Source: an optimization exercise on an open RTL-to-GDS flow (aim: small area, a short achievable clock period and few clock cycles). Production flows keep margins and buffers that such runs may drop. In this exercise RTL edits were held to simulation tests only and were not proved equivalent to the original. No activity file was given, so power comes from the tool's default toggle rates.

`run.sh`:
```
#!/bin/bash
# synth_recipe.tcl (not shown) runs the flow's synth.tcl, then flattens the netlist and writes it again
# the make line also repeats each setting of config.mk as NAME=value (left out here)
make -C /OpenROAD-flow-scripts/flow DESIGN_CONFIG=/design/flow/config.mk WORK_HOME=/design/flow/orfs CLKGATE_MAP_FILE= SYNTH_SCRIPT=/design/flow/synth_recipe.tcl finish
```
`config.mk`:
```
export PLATFORM = sky130hd
export DESIGN_NAME = deficit_round_robin_scheduler_unit
export DESIGN_NICKNAME = deficit_round_robin_scheduler_unit
export VERILOG_FILES = /design/flow/design.v
export SDC_FILE = /design/flow/constraint.sdc
export NUM_CORES = 4
export LEC_CHECK = 0
export CAP_MARGIN = 20
export CELL_PAD_IN_SITES_DETAIL_PLACEMENT = 1
export CORE_MARGIN = 2
export CORE_UTILIZATION = 45
export CTS_BUF_LIST = sky130_fd_sc_hd__clkbuf_16
export CTS_CLUSTER_DIAMETER = 80
export CTS_CLUSTER_SIZE = 24
export PLACE_DENSITY = 0.55
export SETUP_SLACK_MARGIN = 5
export SLEW_MARGIN = 20
export TNS_END_PERCENT = 10
```
`constraint.sdc`:
```
create_clock -name core_clock -period 10.0 [get_ports {clk_i}]
set_input_delay 2.0000 -clock core_clock [delete_from_list [all_inputs] [get_ports {clk_i}]]
set_output_delay 2.0000 -clock core_clock [all_outputs]
set_load 0.01 [all_outputs]
```
`design.v`:
```
`timescale 1ns / 1ps
`default_nettype none
package drr_pkg;
  localparam int unsigned NumQueues  = 4;
  localparam int unsigned QueueDepth = 64;
  localparam int unsigned QIdxW      = 2;
  localparam int unsigned PtrW       = $clog2(QueueDepth);
  localparam int unsigned CntW       = $clog2(QueueDepth + 1);
  localparam int unsigned LenW       = 16;
  localparam int unsigned DefW       = 20;
  localparam int unsigned LimW       = 7;
  localparam int unsigned CfgIdxW    = 3;
  localparam int unsigned MemDepth   = QueueDepth - 2;
endpackage
`default_nettype wire
`timescale 1ns / 1ps
`default_nettype none
module drr_ram #(
  parameter int unsigned Width = 16,
  parameter int unsigned Depth = 62,
  parameter int unsigned CntW  = 7
) (
  input  wire logic             clk_i,
  input  wire logic             push_i,
  input  wire logic [Width-1:0] wdata_i,
  input  wire logic [CntW-1:0]  cnt_i,      
  output logic      [Width-1:0] rdata_o     
);
  logic [Width-1:0] mem_q [Depth];
  always_ff @(posedge clk_i) begin
    if (push_i) begin
      mem_q[0] <= wdata_i;
      for (int w = 1; w < Depth; w++) mem_q[w] <= mem_q[w-1];
    end
  end
  always_comb begin
    rdata_o = '0;
    for (int w = 0; w < Depth; w++) begin
      rdata_o = rdata_o | (mem_q[w] & {Width{cnt_i == CntW'(w + 3)}});
    end
  end
endmodule
`default_nettype wire
`timescale 1ns / 1ps
`default_nettype none
import drr_pkg::*;
module drr_front
  (
  input  wire logic               clk_i,
  input  wire logic               rst_ni,
  input  wire logic               start_i,
  output logic                    busy_o,
  input  wire logic               action_i,
  input  wire logic [QIdxW-1:0]   queue_i,
  input  wire logic [LenW-1:0]    length_i,
  input  wire logic               cfg_we_i,
  input  wire logic [CfgIdxW-1:0] cfg_idx_i,
  input  wire logic [LenW-1:0]    cfg_data_i,
  output logic                    valid_o,
  output logic [3:0]              enq_o,       
  output logic                    action_o,
  output logic [QIdxW-1:0]        queue_o,
  output logic [LenW-1:0]         length_o,
  output logic                    cfg_we_o,
  output logic [CfgIdxW-1:0]      cfg_idx_o,
  output logic [LenW-1:0]         cfg_data_o
);
  assign busy_o = 1'b0;
  always_ff @(posedge clk_i or negedge rst_ni) begin
    if (!rst_ni) begin
      valid_o  <= 1'b0;
      enq_o    <= '0;
      cfg_we_o <= 1'b0;
    end else begin
      valid_o  <= start_i;
      for (int i = 0; i < 4; i++) enq_o[i] <= start_i & ~action_i & (queue_i == QIdxW'(i));
      cfg_we_o <= cfg_we_i;
    end
  end
  always_ff @(posedge clk_i) begin
    action_o   <= action_i;
    queue_o    <= queue_i;
    length_o   <= length_i;
    cfg_idx_o  <= cfg_idx_i;
    cfg_data_o <= cfg_data_i;
  end
endmodule
`default_nettype wire
`timescale 1ns / 1ps
`default_nettype none
import drr_pkg::*;
module drr_back
  (
  input  wire logic               clk_i,
  input  wire logic               rst_ni,
  input  wire logic               cfg_we_i,
  input  wire logic [CfgIdxW-1:0] cfg_idx_i,
  input  wire logic [LenW-1:0]    cfg_data_i,
  input  wire logic               valid_i,
  input  wire logic [3:0]         enq_i,
  input  wire logic               action_i,
  input  wire logic [QIdxW-1:0]   queue_i,
  input  wire logic [LenW-1:0]    length_i,
  output logic                    done_o,
  output logic                    enq_ok_o,
  output logic                    served_o,
  output logic [QIdxW-1:0]        served_queue_o,
  output logic [LenW-1:0]         served_length_o
);
  localparam int unsigned AW = DefW + 2;    
  localparam logic [DefW-1:0] DefMax = {DefW{1'b1}};
  function automatic logic [AW-1:0] pp_add(input logic [AW-1:0] a,
                                           input logic [AW-1:0] b,
                                           input logic          cin);
    logic [AW-1:0] p, g, gg, pg, gn, pn;
    p = a ^ b;
    g = a & b;
    g[0] = g[0] | (p[0] & cin);
    gg = g;
    pg = p;
    for (int d = 1; d < AW; d = d * 2) begin
      gn = gg;
      pn = pg;
      for (int i = d; i < AW; i++) begin
        gn[i] = gg[i] | (pg[i] & gg[i-d]);
        pn[i] = pg[i] & pg[i-d];
      end
      gg = gn;
      pg = pn;
    end
    pp_add = p ^ {gg[AW-2:0], cin};
  endfunction
  function automatic logic [3:0] cnt3(input logic [2:0] b);
    cnt3[0] = ~b[0] & ~b[1] & ~b[2];
    cnt3[1] = (b[0] & ~b[1] & ~b[2]) | (~b[0] & b[1] & ~b[2]) | (~b[0] & ~b[1] & b[2]);
    cnt3[2] = (b[0] & b[1] & ~b[2]) | (b[0] & ~b[1] & b[2]) | (~b[0] & b[1] & b[2]);
    cnt3[3] = b[0] & b[1] & b[2];
  endfunction
  function automatic logic [4:0] cnt4(input logic [3:0] b);
    logic [3:0] c;
    c = cnt3(b[2:0]);
    cnt4 = {c[3] & b[3], (c[3] & ~b[3]) | (c[2] & b[3]), (c[2] & ~b[3]) | (c[1] & b[3]),
            (c[1] & ~b[3]) | (c[0] & b[3]), c[0] & ~b[3]};
  endfunction
  function automatic logic [4:0] add1h(input logic [4:0] p, input logic [4:0] a);
    add1h = '0;
    for (int i = 0; i < 5; i++)
      for (int j = 0; j < 5; j++)
        if (i + j < 5) add1h[i+j] = add1h[i+j] | (p[i] & a[j]);
  endfunction
  logic [LenW-1:0]  quantum_q [NumQueues];
  logic [LimW-1:0]  limit_q   [NumQueues];
  logic [CntW-1:0]  cnt_q     [NumQueues];
  logic [LenW-1:0]  hv_q      [NumQueues];
  logic [LenW-1:0]  nx_q      [NumQueues];    
  logic [LenW:0]    hq_q      [NumQueues];    
  logic [DefW-1:0]  def_q     [NumQueues];
  logic [NumQueues-1:0] act_q;
  logic [NumQueues-1:0] ne_q;       
  logic [NumQueues-1:0] n2_q;       
  logic [NumQueues-1:0] pm_q;       
  logic [NumQueues-1:0] room_q;     
  logic [NumQueues-1:0] qnz_q;      
  logic [5:0]       ab_q;           
  logic [4:0]       p_q;            
  logic [LenW-1:0]  rdata [NumQueues];
  logic [NumQueues-1:0] we;
  logic [NumQueues-1:0] empty, fit0, fit1, fit, srv_ok;
  logic [AW-1:0]    dq   [NumQueues];    
  logic [AW-1:0]    dqh  [NumQueues];    
  logic [AW-1:0]    dh   [NumQueues];    
  logic [AW-1:0]    dhq  [NumQueues];    
  logic [AW-1:0]    s3, c3, dx, qx, hx, hqx;
  logic [DefW-1:0]  refd [NumQueues];    
  logic [DefW-1:0]  srvd [NumQueues];    
  logic             bef  [NumQueues][NumQueues];
  logic [2:0]       o_ahead, o_behind, o_ae, o_an, o_ar;
  logic [3:0]       beh1h [NumQueues];   
  logic [3:0]       ahe1h [NumQueues];   
  logic [3:0]       ana1h [NumQueues];   
  logic [3:0]       ara1h [NumQueues];   
  logic [4:0]       ps    [NumQueues];   
  logic [4:0]       pn, p_d;
  logic [NumQueues-1:0] cond, rf, blocked, visited, serve, removed, rot;
  logic             refill, refill_ns, any_serve;
  logic [QIdxW-1:0] sidx;
  logic [LenW-1:0]  slen;
  always_comb begin
    for (int a = 0; a < NumQueues; a++) begin
      bef[a][a] = 1'b0;
    end
    bef[0][1] = ab_q[0];  bef[1][0] = ~ab_q[0];
    bef[0][2] = ab_q[1];  bef[2][0] = ~ab_q[1];
    bef[0][3] = ab_q[2];  bef[3][0] = ~ab_q[2];
    bef[1][2] = ab_q[3];  bef[2][1] = ~ab_q[3];
    bef[1][3] = ab_q[4];  bef[3][1] = ~ab_q[4];
    bef[2][3] = ab_q[5];  bef[3][2] = ~ab_q[5];
    for (int q = 0; q < NumQueues; q++) begin
      empty[q] = ~ne_q[q];
      dx = '0;
      qx = '0;
      hx = '1;
      dx[DefW-1:0] = def_q[q];
      qx[LenW-1:0] = quantum_q[q];
      hx[LenW-1:0] = ~hv_q[q];
      hqx = ~{{(AW-LenW-1){hq_q[q][LenW]}}, hq_q[q]};
      s3 = dx ^ qx ^ hx;
      c3 = ((dx & qx) | (dx & hx) | (qx & hx)) << 1;
      dqh[q]  = pp_add(s3, c3, 1'b1);
      dq[q]   = pp_add(dx, qx, 1'b0);
      dh[q]   = pp_add(dx, hx, 1'b1);
      dhq[q]  = pp_add(dx, hqx, 1'b1);
      fit0[q] = ~dh[q][AW-1];
      fit1[q] = ~dhq[q][AW-1];
      refd[q] = dq[q][DefW] ? DefMax : dq[q][DefW-1:0];
      srvd[q] = rf[q] ? (dq[q][DefW] ? {{(DefW-LenW){1'b1}}, ~hv_q[q]} : dqh[q][DefW-1:0])
                      : dh[q][DefW-1:0];
    end
    for (int q = 0; q < NumQueues; q++) begin
      for (int k = 0; k < NumQueues - 1; k++) begin
        o_ahead[k]  = act_q[k + (k >= q)] & bef[k + (k >= q)][q];
        o_behind[k] = act_q[k + (k >= q)] & bef[q][k + (k >= q)];
        o_ae[k]     = o_ahead[k] & empty[k + (k >= q)];
        o_an[k]     = o_ahead[k] & ne_q[k + (k >= q)];
      end
      beh1h[q] = cnt3(o_behind);
      ahe1h[q] = cnt3(o_ae);
      ana1h[q] = cnt3(o_an);
      cond[q] = act_q[q] & ((ahe1h[q][0]) |
                            (ahe1h[q][1] & ~beh1h[q][0]) |
                            (ahe1h[q][2] & (beh1h[q][2] | beh1h[q][3])) |
                            (ahe1h[q][3] & beh1h[q][3]));
      rf[q] = (beh1h[q][0] & ~p_q[0]) |
              (beh1h[q][1] & (p_q[2] | p_q[3] | p_q[4])) |
              (beh1h[q][2] & (p_q[3] | p_q[4])) |
              (beh1h[q][3] & p_q[4]);
      fit[q]    = rf[q] ? fit1[q] : fit0[q];
      srv_ok[q] = ne_q[q] & fit[q];
    end
    for (int q = 0; q < NumQueues; q++) begin
      for (int k = 0; k < NumQueues - 1; k++) begin
        o_ar[k] = act_q[k + (k >= q)] & bef[k + (k >= q)][q] & ne_q[k + (k >= q)] & rf[k + (k >= q)];
      end
      ara1h[q] = cnt3(o_ar);
      ps[q] = rf[q] ? {1'b0, ara1h[q]} : add1h(p_q, {1'b0, ana1h[q]});
    end
    refill_ns = |(cond & rf);
    pn = refill_ns ? cnt4(cond & ne_q & rf) : add1h(p_q, cnt4(cond & ne_q));
    for (int q = 0; q < NumQueues; q++) begin
      blocked[q] = 1'b0;
      for (int x = 0; x < NumQueues; x++) blocked[q] = blocked[q] | (act_q[x] & bef[x][q] & srv_ok[x]);
      visited[q] = cond[q] & ~blocked[q];
      serve[q]   = visited[q] & srv_ok[q];
      removed[q] = visited[q] & empty[q];
      rot[q]     = visited[q] & ne_q[q] & ~fit[q];
    end
    any_serve = |serve;
    refill = |(visited & rf);
    p_d    = any_serve ? '0 : pn;
    sidx   = '0;
    slen   = '0;
    for (int q = 0; q < NumQueues; q++) begin
      p_d    = p_d | (serve[q] ? ps[q] : '0);
      if (serve[q]) sidx = sidx | QIdxW'(q);
      slen   = slen | (serve[q] ? hv_q[q] : '0);
    end
  end
  logic             is_enq, is_sch, store, activate;
  logic [QIdxW-1:0] qi;
  logic [LimW-1:0]  lim_d [NumQueues];
  logic [NumQueues-1:0] room_d, pop, qnz_d, ne_d, n2_d;
  assign qi       = queue_i;
  assign is_enq   = valid_i & ~action_i;
  assign is_sch   = valid_i & action_i;
  assign activate = is_enq & qnz_q[qi] & ~act_q[qi];
  assign store    = is_enq & qnz_q[qi] & room_q[qi];
  assign pop      = {NumQueues{is_sch}} & serve;
  always_comb begin
    for (int q = 0; q < NumQueues; q++) begin
      lim_d[q] = (cfg_we_i && cfg_idx_i == CfgIdxW'(4 + q)) ? cfg_data_i[LimW-1:0] : limit_q[q];
      qnz_d[q] = (cfg_we_i && cfg_idx_i == CfgIdxW'(q)) ? (cfg_data_i != '0) : qnz_q[q];
      if (store && qi == QIdxW'(q)) begin
        room_d[q] = (CntW'(lim_d[q]) > cnt_q[q] + 1'b1) && (cnt_q[q] < CntW'(QueueDepth - 1));
        ne_d[q]   = 1'b1;
        n2_d[q]   = ne_q[q];
      end else if (pop[q]) begin
        room_d[q] = (CntW'(lim_d[q]) >= cnt_q[q]);
        ne_d[q]   = n2_q[q];
        n2_d[q]   = (cnt_q[q] > CntW'(2));
      end else begin
        room_d[q] = (CntW'(lim_d[q]) > cnt_q[q]) && (cnt_q[q] != CntW'(QueueDepth));
        ne_d[q]   = ne_q[q];
        n2_d[q]   = n2_q[q];
      end
    end
  end
  function automatic logic [LenW:0] len_sub(input logic [LenW-1:0] a, input logic [LenW-1:0] b);
    logic [AW-1:0] ax, bx, r;
    ax = '0;
    bx = '1;
    ax[LenW-1:0] = a;
    bx[LenW-1:0] = ~b;
    r = pp_add(ax, bx, 1'b1);
    len_sub = r[LenW:0];
  endfunction
  logic [LenW:0] hq_len, hq_cfg;
  logic [LenW:0] hq_pop [NumQueues];
  assign hq_len = len_sub(length_i, quantum_q[qi]);
  assign hq_cfg = len_sub(hv_q[cfg_idx_i[1:0]], cfg_data_i);
  for (genvar g = 0; g < NumQueues; g++) begin : g_hq
    assign hq_pop[g] = len_sub(nx_q[g], quantum_q[g]);
  end
  for (genvar g = 0; g < NumQueues; g++) begin : g_mem
    assign we[g] = enq_i[g] & pm_q[g];
    drr_ram #(.Width(LenW), .Depth(MemDepth), .CntW(CntW)) u_ram (
      .clk_i  (clk_i),
      .push_i (we[g]),
      .wdata_i(length_i),
      .cnt_i  (cnt_q[g]),
      .rdata_o(rdata[g])
    );
  end
  always_ff @(posedge clk_i or negedge rst_ni) begin
    if (!rst_ni) begin
      for (int q = 0; q < NumQueues; q++) begin
        limit_q[q]   <= LimW'(64);
        cnt_q[q]     <= '0;
      end
      act_q <= '0;
      ne_q  <= '0;
      n2_q  <= '0;
      pm_q  <= '0;
      room_q <= '1;
      qnz_q <= '0;
      p_q   <= 5'b00001;
    end else begin
      if (cfg_we_i) begin
        if (!cfg_idx_i[2]) begin
          qnz_q[cfg_idx_i[1:0]]     <= (cfg_data_i != '0);
        end else begin
          limit_q[cfg_idx_i[1:0]]   <= cfg_data_i[LimW-1:0];
        end
      end
      room_q <= room_d;
      ne_q   <= ne_d;
      n2_q   <= n2_d;
      pm_q   <= room_d & qnz_d & n2_d;
      if (is_sch) begin
        for (int q = 0; q < NumQueues; q++) begin
          if (serve[q]) begin
            cnt_q[q] <= cnt_q[q] - 1'b1;
          end
        end
        act_q <= act_q & ~removed;
        p_q   <= p_d;
      end
      if (is_enq) begin
        if (activate) begin
          act_q[qi] <= 1'b1;
        end
        if (store) begin
          cnt_q[qi] <= cnt_q[qi] + 1'b1;
        end
      end
    end
  end
  always_ff @(posedge clk_i) begin
    if (cfg_we_i && !cfg_idx_i[2]) quantum_q[cfg_idx_i[1:0]] <= cfg_data_i;
  end
  always_ff @(posedge clk_i) begin
    if (is_sch) begin
      for (int q = 0; q < NumQueues; q++) begin
        if (serve[q])                def_q[q] <= srvd[q];
        else if (act_q[q] && refill) def_q[q] <= refd[q];
      end
      if (rot[0] & ~rot[1]) ab_q[0] <= 1'b0; else if (rot[1] & ~rot[0]) ab_q[0] <= 1'b1;
      if (rot[0] & ~rot[2]) ab_q[1] <= 1'b0; else if (rot[2] & ~rot[0]) ab_q[1] <= 1'b1;
      if (rot[0] & ~rot[3]) ab_q[2] <= 1'b0; else if (rot[3] & ~rot[0]) ab_q[2] <= 1'b1;
      if (rot[1] & ~rot[2]) ab_q[3] <= 1'b0; else if (rot[2] & ~rot[1]) ab_q[3] <= 1'b1;
      if (rot[1] & ~rot[3]) ab_q[4] <= 1'b0; else if (rot[3] & ~rot[1]) ab_q[4] <= 1'b1;
      if (rot[2] & ~rot[3]) ab_q[5] <= 1'b0; else if (rot[3] & ~rot[2]) ab_q[5] <= 1'b1;
    end
    if (activate) begin
      def_q[qi] <= DefW'(quantum_q[qi]);
      case (qi)
        2'd0: begin ab_q[0] <= 1'b0; ab_q[1] <= 1'b0; ab_q[2] <= 1'b0; end
        2'd1: begin ab_q[0] <= 1'b1; ab_q[3] <= 1'b0; ab_q[4] <= 1'b0; end
        2'd2: begin ab_q[1] <= 1'b1; ab_q[3] <= 1'b1; ab_q[5] <= 1'b0; end
        default: begin ab_q[2] <= 1'b1; ab_q[4] <= 1'b1; ab_q[5] <= 1'b1; end
      endcase
    end
    for (int q = 0; q < NumQueues; q++) begin
      if (store && qi == QIdxW'(q) && !ne_q[q]) begin
        hv_q[q] <= length_i;
        hq_q[q] <= hq_len;
      end else if (is_sch && serve[q]) begin
        hv_q[q] <= nx_q[q];
        hq_q[q] <= hq_pop[q];
      end else if (cfg_we_i && cfg_idx_i == CfgIdxW'(q)) begin
        hq_q[q] <= hq_cfg;
      end
    end
  end
  always_ff @(posedge clk_i) begin
    for (int q = 0; q < NumQueues; q++) begin
      if (store && qi == QIdxW'(q) && ne_q[q] && !n2_q[q]) nx_q[q] <= length_i;
      else if (is_sch && serve[q])                      nx_q[q] <= rdata[q];
    end
  end
  always_ff @(posedge clk_i or negedge rst_ni) begin
    if (!rst_ni) done_o <= 1'b0;
    else         done_o <= valid_i;
  end
  always_ff @(posedge clk_i) begin
    enq_ok_o        <= is_enq & store;
    served_o        <= is_sch & any_serve;
    served_queue_o  <= is_sch ? sidx : '0;
    served_length_o <= is_sch ? slen : '0;
  end
endmodule
`default_nettype wire
`timescale 1ns / 1ps
`default_nettype none
import drr_pkg::*;
module deficit_round_robin_scheduler_unit
  (
  input  wire logic               clk_i,
  input  wire logic               rst_ni,
  input  wire logic               cfg_we_i,
  input  wire logic [CfgIdxW-1:0] cfg_idx_i,
  input  wire logic [LenW-1:0]    cfg_data_i,
  input  wire logic               start,
  output logic                    busy,
  input  wire logic               action_i,
  input  wire logic [QIdxW-1:0]   queue_index_i,
  input  wire logic [LenW-1:0]    packet_length_i,
  output logic                    done_o,
  output logic                    enqueue_accepted_o,
  output logic                    served_o,
  output logic [QIdxW-1:0]        served_queue_o,
  output logic [LenW-1:0]         served_length_o
);
  logic               valid, action, cfg_we;
  logic [3:0]         enq;
  logic [QIdxW-1:0]   queue;
  logic [LenW-1:0]    length, cfg_data;
  logic [CfgIdxW-1:0] cfg_idx;
  drr_front u_front (
    .clk_i     (clk_i),
    .rst_ni    (rst_ni),
    .start_i   (start),
    .busy_o    (busy),
    .action_i  (action_i),
    .queue_i   (queue_index_i),
    .length_i  (packet_length_i),
    .cfg_we_i  (cfg_we_i),
    .cfg_idx_i (cfg_idx_i),
    .cfg_data_i(cfg_data_i),
    .valid_o   (valid),
    .enq_o     (enq),
    .action_o  (action),
    .queue_o   (queue),
    .length_o  (length),
    .cfg_we_o  (cfg_we),
    .cfg_idx_o (cfg_idx),
    .cfg_data_o(cfg_data)
  );
  drr_back u_back (
    .clk_i          (clk_i),
    .rst_ni         (rst_ni),
    .cfg_we_i       (cfg_we),
    .cfg_idx_i      (cfg_idx),
    .cfg_data_i     (cfg_data),
    .valid_i        (valid),
    .enq_i          (enq),
    .action_i       (action),
    .queue_i        (queue),
    .length_i       (length),
    .done_o         (done_o),
    .enq_ok_o       (enqueue_accepted_o),
    .served_o       (served_o),
    .served_queue_o (served_queue_o),
    .served_length_o(served_length_o)
  );
endmodule
`default_nettype wire
```
==> out/qor.yml, run 1 <==
syn_inst: 12200
status: "complete, no violations"
p_leak_nw: 64.8
layout_commonest_cell: "edfxtp_1"
gp_congestion: 0.991
dr.pass1.iters: 9
dieWidth_um: 647
worstMarginPinSlew_ps: 1330
cts_tree: "built"
start_util_pct: 45.1
die_area_sq_mm: 0.418
clockRootBuffer: "clkbuf_16"
wl_per_cell_um: 40.7
setup_violations: 0
hold_viol: 0
crit_chain: "ha_1 > inv_1 > fa_1 > nor2b_1 > o21a_1 > o21ai_0 > a21oi_1 > o21ai_0 > a21oi_1 > o211a_1 > and2_1 > buf_4 > nor2_1 > o311ai_0 > o221ai_1"
power.density_mw_per_mm2: 200
critPathLaunchType: "flip-flop"
period_needed_ps: 5070
cts_buffer_depth: 4
min_path_type: "reg2reg"
fin_skew_ps: 64.4
drt_iter0_drc: 23400
slowest_delay_ps: 860
utilization_pct: 49.5
synthTopCellsByArea: "edfxtp_1 (69%), a221oi_1 (3.8%), a22o_1 (3.7%), ha_1 (3.2%), a22oi_1 (1.6%)"
first_global_vias: 124000
htree_levels: 4
gr-usage-all-layers_pct: 34.4
max-slew-margin-rel_pct: 10.7
synth_top_area_share_pct: 69.3
routed_wl_mm: 736
synth.distinct_cells: 98
grt_pass1_wl_mm: 1010
final_cell_mix: "edfxtp_1 (4292), a221oi_1 (800), a22o_1 (789)"
rows: 236
clock-sinks: 4464
vias: 128000
dp_slack_ps: 3530
worst_ir_drop_vdd_uv: 159
synth_nets: 12800
coreArea_sq_mm: 0.412
period_share_pct: 50.7
final_nets: 13100
cp.arrival_ps: 5800
path_max_fanout: 31
setup_ws_ps: 4930
tns_ps: 0
rsz0062_at_grt: "true"
avgSynthCellArea_sq_um: 15.3
area_growth_pct: 9.65
total_power_mw: 40.7
ant_nets: 0
critical_path.slowest_cell: "o211a_1"
worstSetupPathType: "reg2reg"
final_max_slew_viol_count: 0
vias_per_cell: 7.08
required_ps: 10730
clock_latency_ps: 1050
syn_area_sq_mm: 0.186
drive_gt1_share_pct: 9.75
grt.overflow.total: 0
max_cap_violations: 0
grt_antenna_before_repair: 87
cp-end-kind: "flip-flop"
synth-seq-area-share_pct: 71.4
dpl.hpwl_mm: 471
grt_max_degree: 213
synth_seq_cells: 4464
numCtsBuffers: 235
portBuffers: 62
synth_flop_cell: "edfxtp_1"
yosys.area.top_type: "edfxtp_1"
ioPinCount: 64
max_freq_ghz: 0.197
die_height_um: 647
drc: 0
ys_warn_count: 43
synth_edf_count: 4292
async_flop_share_pct: 2.06
clk_pin_slew_ps: 100
-- final timing paths --
check | from | endpoint | slack (ps) | cells after the start
worst max-delay path | u_back.quantum_q[0][0]$_DFFE_PP_ | u_back.def_q[0][6]$_DFFE_PP_ | 4930 | 15
max in group asynchronous | rst_ni | u_back.cnt_q[0][4]$_DFF_PN0_ | 7830 | 2
worst min register to register | u_back.g_mem[2].u_ram.mem_q[29][8]$_DFFE_PP_ | u_back.g_mem[2].u_ram.mem_q[30][8]$_DFFE_PP_ | 440 | 0
worst min-delay path | u_back.g_mem[2].u_ram.mem_q[29][8]$_DFFE_PP_ | u_back.g_mem[2].u_ram.mem_q[30][8]$_DFFE_PP_ | 440 | 0
worst max register to register | u_back.quantum_q[0][0]$_DFFE_PP_ | u_back.def_q[0][6]$_DFFE_PP_ | 4930 | 15
min in group asynchronous | rst_ni | u_back.p_q[1]$_DFFE_PN0P_ | 910 | 1
-- cell usage after synthesis, drive strengths merged (130+ instances only) --
cell / number
a21oi: 408
a221oi: 801
a22o: 789
a22oi: 392
clkbuf: 449
edfxtp: 4292
ha: 482
inv: 564
nand2: 516
nand3: 224
nand4: 291
nor2: 634
nor3: 130
o21ai: 327
xnor2: 195
-- cell type report --
type                            instances  area (sq um)
Multi-Input combinational cell       6677         50500
Clock inverter                        144          1260
Inverter                              568          2140
Sequential cell                      4464        133000
Fill cell                           39500        208000
Tap cell                             5474          6850
Clock buffer                          237          5930
Antenna cell                           34          85.1
Timing Repair Buffer                  509          4300
-- flip-flops by register name, summed over array words and instances, names as in the netlist, 5 cells and up --
signal and count:
u_back.quantum_q 64, u_back.cnt_q 28, u_front.cfg_data_o 16, u_back.served_length_o 16, u_back.hv_q 64, u_back.def_q 80
u_back.ab_q 6, u_back.limit_q 28, u_front.length_o 16, u_back.nx_q 64, u_back.p_q 5, u_back.g_mem.u_ram.mem_q 3968
u_back.hq_q 68
-- power by group --
group / switching [mW] / internal (mW)
registers: 0.558 / 20.7
logic: 5.68 / 2.70
clock network: 6.52 / 4.52
total: 12.8 / 27.9
-- cell families after synthesis --
family	share of synthesized area, %
flip-flops	71.4
AO/OA/AOI/OAI	14.3
AND/OR/NAND/NOR	5.81
buffers and inverters	2.13
adder cells (fa/ha/maj)	4.14
XOR/XNOR	1.31
multiplexers	0.888
other	0.00202
-- metal layers --
metal | up-vias | GRT usage (%) | routed length [um]
li1 | 49900 | - | -
met1 | 66800 | 48.2 | 284000
met2 | 9694 | 50.5 | 318000
met3 | 1789 | 9.28 | 97500
met4 | 38 | 14.3 | 36500
met5 | - | 0 | 304
-- per-stage QoR --
stage | std cells | hold slack [ps] | cell area [sq um]
finish | 18100 | 437 | 204000
global route | 18100 | 452 | 204000
CTS | 18100 | 429 | 203000
detailed placement | 17700 | 435 | 196000
global placement | 17700 | 427 | 196000
floorplan | 12200 | 425 | 186000
-- worst max-delay path, delay by kind of cell (launching register included) --
| kind | cells | cell delay, ps |
|---|---|---|
| buffers and inverters | 2 | 440 |
| flip-flops | 1 | 520 |
| adder cells (fa/ha/maj) | 2 | 700 |
| AND/OR/NAND/NOR | 3 | 490 |
| AO/OA/AOI/OAI | 8 | 2600 |
-- timing repair --
action	4_1_cts	5_1_grt
pin swaps	0	7
gates resized for setup	28	40
buffers inserted	2	14
hold buffers	0	0
endpoints found under the setup margin	353	393
Testbench counts, summed over its fixed seeds: cycles 12,008.
==> run 2, diff against run 1 <==
--- a/design.v
+++ b/design.v
@@ -108,6 +108,6 @@
   output logic [LenW-1:0]         served_length_o
 );
-  localparam int unsigned AW = DefW + 2;    
-  localparam logic [DefW-1:0] DefMax = {DefW{1'b1}};
+  localparam int unsigned GW = 20;
+  localparam int unsigned AW = GW;          
   function automatic logic [AW-1:0] pp_add(input logic [AW-1:0] a,
                                            input logic [AW-1:0] b,
@@ -154,6 +154,6 @@
   logic [LenW-1:0]  hv_q      [NumQueues];
   logic [LenW-1:0]  nx_q      [NumQueues];    
-  logic [LenW:0]    hq_q      [NumQueues];    
-  logic [DefW-1:0]  def_q     [NumQueues];
+  logic [GW-1:0]    g0_q      [NumQueues];    
+  logic [GW-1:0]    g1_q      [NumQueues];    
   logic [NumQueues-1:0] act_q;
   logic [NumQueues-1:0] ne_q;       
@@ -166,12 +166,5 @@
   logic [LenW-1:0]  rdata [NumQueues];
   logic [NumQueues-1:0] we;
-  logic [NumQueues-1:0] empty, fit0, fit1, fit, srv_ok;
-  logic [AW-1:0]    dq   [NumQueues];    
-  logic [AW-1:0]    dqh  [NumQueues];    
-  logic [AW-1:0]    dh   [NumQueues];    
-  logic [AW-1:0]    dhq  [NumQueues];    
-  logic [AW-1:0]    s3, c3, dx, qx, hx, hqx;
-  logic [DefW-1:0]  refd [NumQueues];    
-  logic [DefW-1:0]  srvd [NumQueues];    
+  logic [NumQueues-1:0] empty, fit, srv_ok;
   logic             bef  [NumQueues][NumQueues];
   logic [2:0]       o_ahead, o_behind, o_ae, o_an, o_ar;
@@ -198,22 +191,4 @@
     for (int q = 0; q < NumQueues; q++) begin
       empty[q] = ~ne_q[q];
-      dx = '0;
-      qx = '0;
-      hx = '1;
-      dx[DefW-1:0] = def_q[q];
-      qx[LenW-1:0] = quantum_q[q];
-      hx[LenW-1:0] = ~hv_q[q];
-      hqx = ~{{(AW-LenW-1){hq_q[q][LenW]}}, hq_q[q]};
-      s3 = dx ^ qx ^ hx;
-      c3 = ((dx & qx) | (dx & hx) | (qx & hx)) << 1;
-      dqh[q]  = pp_add(s3, c3, 1'b1);
-      dq[q]   = pp_add(dx, qx, 1'b0);
-      dh[q]   = pp_add(dx, hx, 1'b1);
-      dhq[q]  = pp_add(dx, hqx, 1'b1);
-      fit0[q] = ~dh[q][AW-1];
-      fit1[q] = ~dhq[q][AW-1];
-      refd[q] = dq[q][DefW] ? DefMax : dq[q][DefW-1:0];
-      srvd[q] = rf[q] ? (dq[q][DefW] ? {{(DefW-LenW){1'b1}}, ~hv_q[q]} : dqh[q][DefW-1:0])
-                      : dh[q][DefW-1:0];
     end
     for (int q = 0; q < NumQueues; q++) begin
@@ -235,5 +210,5 @@
               (beh1h[q][2] & (p_q[3] | p_q[4])) |
               (beh1h[q][3] & p_q[4]);
-      fit[q]    = rf[q] ? fit1[q] : fit0[q];
+      fit[q]    = rf[q] ? ~g1_q[q][GW-1] : ~g0_q[q][GW-1];
       srv_ok[q] = ne_q[q] & fit[q];
     end
@@ -295,19 +270,40 @@
     end
   end
-  function automatic logic [LenW:0] len_sub(input logic [LenW-1:0] a, input logic [LenW-1:0] b);
-    logic [AW-1:0] ax, bx, r;
-    ax = '0;
-    bx = '1;
-    ax[LenW-1:0] = a;
-    bx[LenW-1:0] = ~b;
-    r = pp_add(ax, bx, 1'b1);
-    len_sub = r[LenW:0];
+  function automatic logic [GW-1:0] gx(input logic [LenW:0] v);
+    gx = '0;
+    gx[LenW:0] = v;
   endfunction
-  logic [LenW:0] hq_len, hq_cfg;
-  logic [LenW:0] hq_pop [NumQueues];
-  assign hq_len = len_sub(length_i, quantum_q[qi]);
-  assign hq_cfg = len_sub(hv_q[cfg_idx_i[1:0]], cfg_data_i);
-  for (genvar g = 0; g < NumQueues; g++) begin : g_hq
-    assign hq_pop[g] = len_sub(nx_q[g], quantum_q[g]);
+  function automatic logic [GW-1:0] g_sub(input logic [GW-1:0] a, input logic [GW-1:0] b);
+    g_sub = pp_add(a, ~b, 1'b1);
+  endfunction
+  function automatic logic [GW-1:0] g_addsub(input logic [GW-1:0] a, input logic [GW-1:0] b,
+                                             input logic [GW-1:0] c);
+    logic [GW-1:0] s1, k1;
+    s1 = a ^ b ^ ~c;
+    k1 = {((a & b) | (a & ~c) | (b & ~c)), 1'b1};
+    g_addsub = pp_add(s1, k1, 1'b0);
+  endfunction
+  logic [GW-1:0] a0 [NumQueues];    
+  logic [GW-1:0] a1 [NumQueues];    
+  logic [GW-1:0] b1 [NumQueues];    
+  logic [GW-1:0] c1 [NumQueues];    
+  logic [GW-1:0] e0 [NumQueues];    
+  logic [GW-1:0] e1 [NumQueues];
+  logic [GW-1:0] k1, x0, x1, lx;
+  always_comb begin
+    for (int q = 0; q < NumQueues; q++) begin
+      a0[q] = g_sub(g0_q[q], gx({1'b0, nx_q[q]}));
+      a1[q] = g_sub(g1_q[q], gx({1'b0, nx_q[q]}));
+      b1[q] = g_addsub(g1_q[q], gx({1'b0, quantum_q[q]}), gx({1'b0, nx_q[q]}));
+      c1[q] = pp_add(g1_q[q], gx({1'b0, quantum_q[q]}), 1'b0);
+    end
+    for (int q = 0; q < NumQueues; q++) begin
+      x0 = act_q[q] ? g0_q[q] : gx({1'b0, quantum_q[q]});
+      x1 = act_q[q] ? g1_q[q] : gx({quantum_q[q], 1'b0});
+      lx = (room_q[q] & qnz_q[q]) ? gx({1'b0, length_i}) : '0;
+      e0[q] = g_sub(x0, lx);
+      e1[q] = g_sub(x1, lx);
+    end
+    k1 = pp_add(g0_q[cfg_idx_i[1:0]], gx({1'b0, cfg_data_i}), 1'b0);
   end
   for (genvar g = 0; g < NumQueues; g++) begin : g_mem
@@ -370,8 +366,4 @@
   always_ff @(posedge clk_i) begin
     if (is_sch) begin
-      for (int q = 0; q < NumQueues; q++) begin
-        if (serve[q])                def_q[q] <= srvd[q];
-        else if (act_q[q] && refill) def_q[q] <= refd[q];
-      end
       if (rot[0] & ~rot[1]) ab_q[0] <= 1'b0; else if (rot[1] & ~rot[0]) ab_q[0] <= 1'b1;
       if (rot[0] & ~rot[2]) ab_q[1] <= 1'b0; else if (rot[2] & ~rot[0]) ab_q[1] <= 1'b1;
@@ -382,5 +374,4 @@
     end
     if (activate) begin
-      def_q[qi] <= DefW'(quantum_q[qi]);
       case (qi)
         2'd0: begin ab_q[0] <= 1'b0; ab_q[1] <= 1'b0; ab_q[2] <= 1'b0; end
@@ -391,18 +382,27 @@
     end
     for (int q = 0; q < NumQueues; q++) begin
-      if (store && qi == QIdxW'(q) && !ne_q[q]) begin
-        hv_q[q] <= length_i;
-        hq_q[q] <= hq_len;
+      if (activate && qi == QIdxW'(q)) begin
+        g0_q[q] <= e0[q];
+        g1_q[q] <= e1[q];
+      end else if (store && qi == QIdxW'(q) && !ne_q[q]) begin
+        g0_q[q] <= e0[q];
+        g1_q[q] <= e1[q];
       end else if (is_sch && serve[q]) begin
-        hv_q[q] <= nx_q[q];
-        hq_q[q] <= hq_pop[q];
+        g0_q[q] <= rf[q] ? a1[q] : a0[q];
+        g1_q[q] <= rf[q] ? b1[q] : a1[q];
+      end else if (is_sch && refill) begin
+        g0_q[q] <= g1_q[q];
+        g1_q[q] <= c1[q];
       end else if (cfg_we_i && cfg_idx_i == CfgIdxW'(q)) begin
-        hq_q[q] <= hq_cfg;
+        g1_q[q] <= k1;
       end
+      if (store && qi == QIdxW'(q) && !ne_q[q]) hv_q[q] <= length_i;
+      else if (is_sch && serve[q])               hv_q[q] <= nx_q[q];
     end
   end
   always_ff @(posedge clk_i) begin
     for (int q = 0; q < NumQueues; q++) begin
-      if (store && qi == QIdxW'(q) && ne_q[q] && !n2_q[q]) nx_q[q] <= length_i;
+      if (store && qi == QIdxW'(q) && !ne_q[q])          nx_q[q] <= '0;
+      else if (store && qi == QIdxW'(q) && !n2_q[q])     nx_q[q] <= length_i;
       else if (is_sch && serve[q])                      nx_q[q] <= rdata[q];
     end
==> flow/run.sh (new file) <==
#!/bin/bash
set -euo pipefail
bash standard.sh SETUP_SLACK_MARGIN=6.0 "BUFFER_PORTS_ARGS=-buffer_cell sky130_fd_sc_hd__buf_4" finish > standard_flow.log 2>&1
==> standard.sh (new file) <==
#!/bin/bash
# synth_recipe.tcl (not shown) runs the flow's synth.tcl, then flattens the netlist and writes it again
# the make line also repeats each setting of config.mk as NAME=value (left out here)
make -C /OpenROAD-flow-scripts/flow DESIGN_CONFIG=/design/flow/config.mk WORK_HOME=/design/flow/orfs CLKGATE_MAP_FILE= SYNTH_SCRIPT=/design/flow/synth_recipe.tcl "${@:-finish}"
--- a/config.mk
+++ b/config.mk
@@ -14,5 +14,4 @@
 export CTS_CLUSTER_SIZE = 24
 export PLACE_DENSITY = 0.55
-export SETUP_SLACK_MARGIN = 5
 export SLEW_MARGIN = 20
-export TNS_END_PERCENT = 10
+export TNS_END_PERCENT = 100
removed: run.sh
==> run 2 against run 1 <==
  * Synthesized cell count rose by 10%
  * Hold slack got worse by 2.2 ps
  * Highest routed layer unchanged
  * Still clean
  * Count of clock-buffer cells in the layout rose by 2
  * Critical endpoint is now u_back.g1_q[0][17]$_DFFE_PP_
  * Fmax rose by 24%
  * Clock skew fell by 5.7 ps
==> out/qor.yml, run 2 <==
status: "complete, no violations"
worstMarginPinSlew_ps: 1300
die_height_um: 659
syn_inst: 13500
largest_register: "u_back.g_mem.u_ram.mem_q"
synth_top_area_share_pct: 66.2
coreArea_sq_mm: 0.427
vias: 139000
rows: 240
layout_commonest_cell: "edfxtp_1"
hold_viol: 0
avgSynthCellArea_sq_um: 14.3
ys_warn_count: 43
vias_per_cell: 7.05
grt_max_degree: 216
rsz0062_at_grt: "true"
clock_latency_ps: 1070
critPathLaunchType: "flip-flop"
synth_compound_area_share_pct: 15.1
required_ps: 10770
max_freq_ghz: 0.245
syn_area_sq_mm: 0.193
synth_common_cells: "edfxtp_1 (4256), nand2_1 (796), nor2_1 (698)"
numCtsBuffers: 236
worst_ir_drop_vdd_uv: 197
fin_skew_ps: 58.7
drive_gt1_share_pct: 13.2
setup_violations: 0
synthMostInstantiatedCell: "edfxtp_1"
area_growth_pct: 11.6
synth.distinct_cells: 104
period_needed_ps: 4090
htree_levels: 4
final_cell_mix: "edfxtp_1 (4256), nand2_1 (775), a221oi_1 (682)"
synth_top_family_by_area: "compound AO/OA/AOI/OAI gates"
dieWidth_um: 659
min_path_type: "reg2reg"
start_util_pct: 45.2
cts_tree: "built"
dpl_cell_area_sq_mm: 0.203
ant_nets: 0
clk_pin_slew_ps: 100
max_cap_violations: 0
synth_fa_ha_area_share_pct: 4.29
clockRootBuffer: "clkbuf_16"
p_leak_nw: 68.8
cp.arrival_ps: 4860
reg_top3: "u_back.g_mem.u_ram.mem_q: 3968 flops, u_back.g0_q: 80 flops, u_back.g1_q: 80 flops"
synth_seq_cells: 4476
setup_ws_ps: 5910
grt.overflow.total: 0
final_max_slew_viol_count: 0
gp_congestion: 0.975
synth_edf_count: 4256
async_flop_share_pct: 2.06
stdcell_area_sq_mm: 0.215
gr-usage-all-layers_pct: 35.6
dr.pass1.iters: 9
synth_flop_cell: "edfxtp_1"
fin_cells: 19800
worstSetupPathType: "reg2reg"
cts_buffer_depth: 4
synth_nets: 14100
yosys.area_share.simple_pct: 7.21
path_max_fanout: 11
portBuffers: 62
synth-seq-area-share_pct: 68.8
period_share_pct: 40.9
clock-sinks: 4476
yosys.area.top_type: "edfxtp_1"
final_nets: 14500
drc: 0
grt_antenna_before_repair: 66
muxShareOfSynthArea_pct: 0.665
synthTopCellsByArea: "edfxtp_1 (66%), ha_1 (3.4%), a221oi_1 (3.1%), a22o_1 (3.0%), a22oi_1 (2.6%)"
fillerInstances: 41600
tns_ps: 0
dp_cells: 19100
first_global_vias: 135000
ioPinCount: 64
cp-end-kind: "flip-flop"
synth-xor-area-share_pct: 1.83
grt_pass1_wl_mm: 1090
max-slew-margin-rel_pct: 13.6
drt_iter0_drc: 22900
largest_reg_flops: 3968
routed_wl_mm: 798
power.density_mw_per_mm2: 268
wl_per_cell_um: 40.4
die_area_sq_mm: 0.434
dpl.hpwl_mm: 516
dp_slack_ps: 4020
==> run 2: final cells by class <==
class | instances | area (sq um) | area share [%]
multi-input cells | 7921 | 59300 | 27.5
repair inverters | 1 | 5.00 | 0.00232
clock buffers | 239 | 5980 | 2.78
clock inverters | 161 | 1400 | 0.651
flip-flops and latches | 4476 | 133000 | 61.7
diodes | 41 | 103 | 0.0476
inverters | 490 | 1870 | 0.867
well taps | 5687 | 7120 | 3.30
repair buffers | 752 | 6830 | 3.17
==> run 2: where the power goes <==
part	internal [mW]	total [mW]	leakage (nW)	switching, mW
Combinational	8.61	23.9	27.2	15.3
Clock	4.61	11.2	3.92	6.56
Sequential	21.2	22.7	37.7	1.45
==> run 2: cell families after synthesis <==
| group | Yosys count |
|---|---|
| flip-flops | 4476 |
| AO/OA/AOI/OAI | 3908 |
| AND/OR/NAND/NOR | 2880 |
| buffers and inverters | 1069 |
| adder cells (fa/ha/maj) | 608 |
| XOR/XNOR | 403 |
| multiplexers | 117 |
| other | 1 |
==> run 2: final timing paths <==
kind	startpoint	endpoint	slack, ps	cells after the start
setup reg to reg	u_front.cfg_idx_o[1]$_DFF_P_	u_back.g1_q[0][17]$_DFFE_PP_	5910	16
setup / recovery	u_front.cfg_idx_o[1]$_DFF_P_	u_back.g1_q[0][17]$_DFFE_PP_	5910	16
min in group asynchronous	rst_ni	u_back.limit_q[2][1]$_DFFE_PN0P_	910	1
hold / removal	u_back.g_mem[3].u_ram.mem_q[7][3]$_DFFE_PP_	u_back.g_mem[3].u_ram.mem_q[8][3]$_DFFE_PP_	440	0
hold reg to reg	u_back.g_mem[3].u_ram.mem_q[7][3]$_DFFE_PP_	u_back.g_mem[3].u_ram.mem_q[8][3]$_DFFE_PP_	440	0
max in group asynchronous	rst_ni	u_back.cnt_q[3][6]$_DFF_PN0_	7670	2
==> run 2: timing repair <==
item / CTS / global route
setup endpoints to repair: 533 / 336
cloned: 16 / 8
setup buffers: 105 / 105
endpoints found under the hold margin: 0 / 0
hold buffers: 0 / 0
gates resized for setup: 370 / 267
pin swaps: 76 / 114
==> run 2: critical path: stages, from the launching register on <==
cell and delay, ps:
dfxtp_4 410, inv_4 60, ha_4 170, buf_12 140, a222oi_1 420, mux2i_1 170
ha_1 350, o21a_1 190, or2_4 250, o211ai_1 170, a31oi_2 180, a41o_4 330
buf_4 150, a311oi_4 310, and3_4 300, and3_1 160, nor4_1 50
==> run 2: through the flow <==
step	util (%)	hold slack, ps	power [mW]
floorplan	-	388	35.5
global placement	47.5	427	42.9
detailed placement	47.5	435	43.5
CTS	49.9	436	56.1
global route	50.4	447	59.7
finish	50.4	435	57.7
==> run 2: routing by layer <==
layer / vias to the layer above / global-route usage (%) / part of all wire, %
li1: 54800 / - / -
met1: 72400 / 47.3 / 37
met2: 10000 / 54.4 / 45
met3: 2174 / 7.60 / 11
met4: 40 / 20.3 / 6.9
met5: - / 0 / 0.036
Testbench counts of run 2, summed over its fixed seeds: cycles 12,008.

==> re-timing with driven ports <==
The flow's constraints put no driver on any port. The routed layouts listed below were extracted and timed again, unchanged, in two steps.
Step 1, drivers: a clkbuf_16 drives clk_i and a buf_2 each remaining input, both assumed.
Step 2 moves the port delays by t, midway between the first and last clock arrival at a register: inputs arrive t later, outputs are due t later. That takes back most of the time a late clock gives input paths.
a / b / c = ideal / step 1 / step 2; a / b = the first two.
run | t, ns | setup slack, ns | hold slack, ns | worst register clock-pin slew, ns | worst data-port slew with drivers (ns)
run 1 | 1.125 | 4.929 / 4.929 / 4.929 | 0.437 / 0.437 / 0.437 | 0.11 / 0.11 | 0.30
run 2 | 1.138 | 5.914 / 5.914 / 5.914 | 0.435 / 0.435 / 0.435 | 0.11 / 0.11 | 0.11
After both steps every run listed still meets setup and hold.
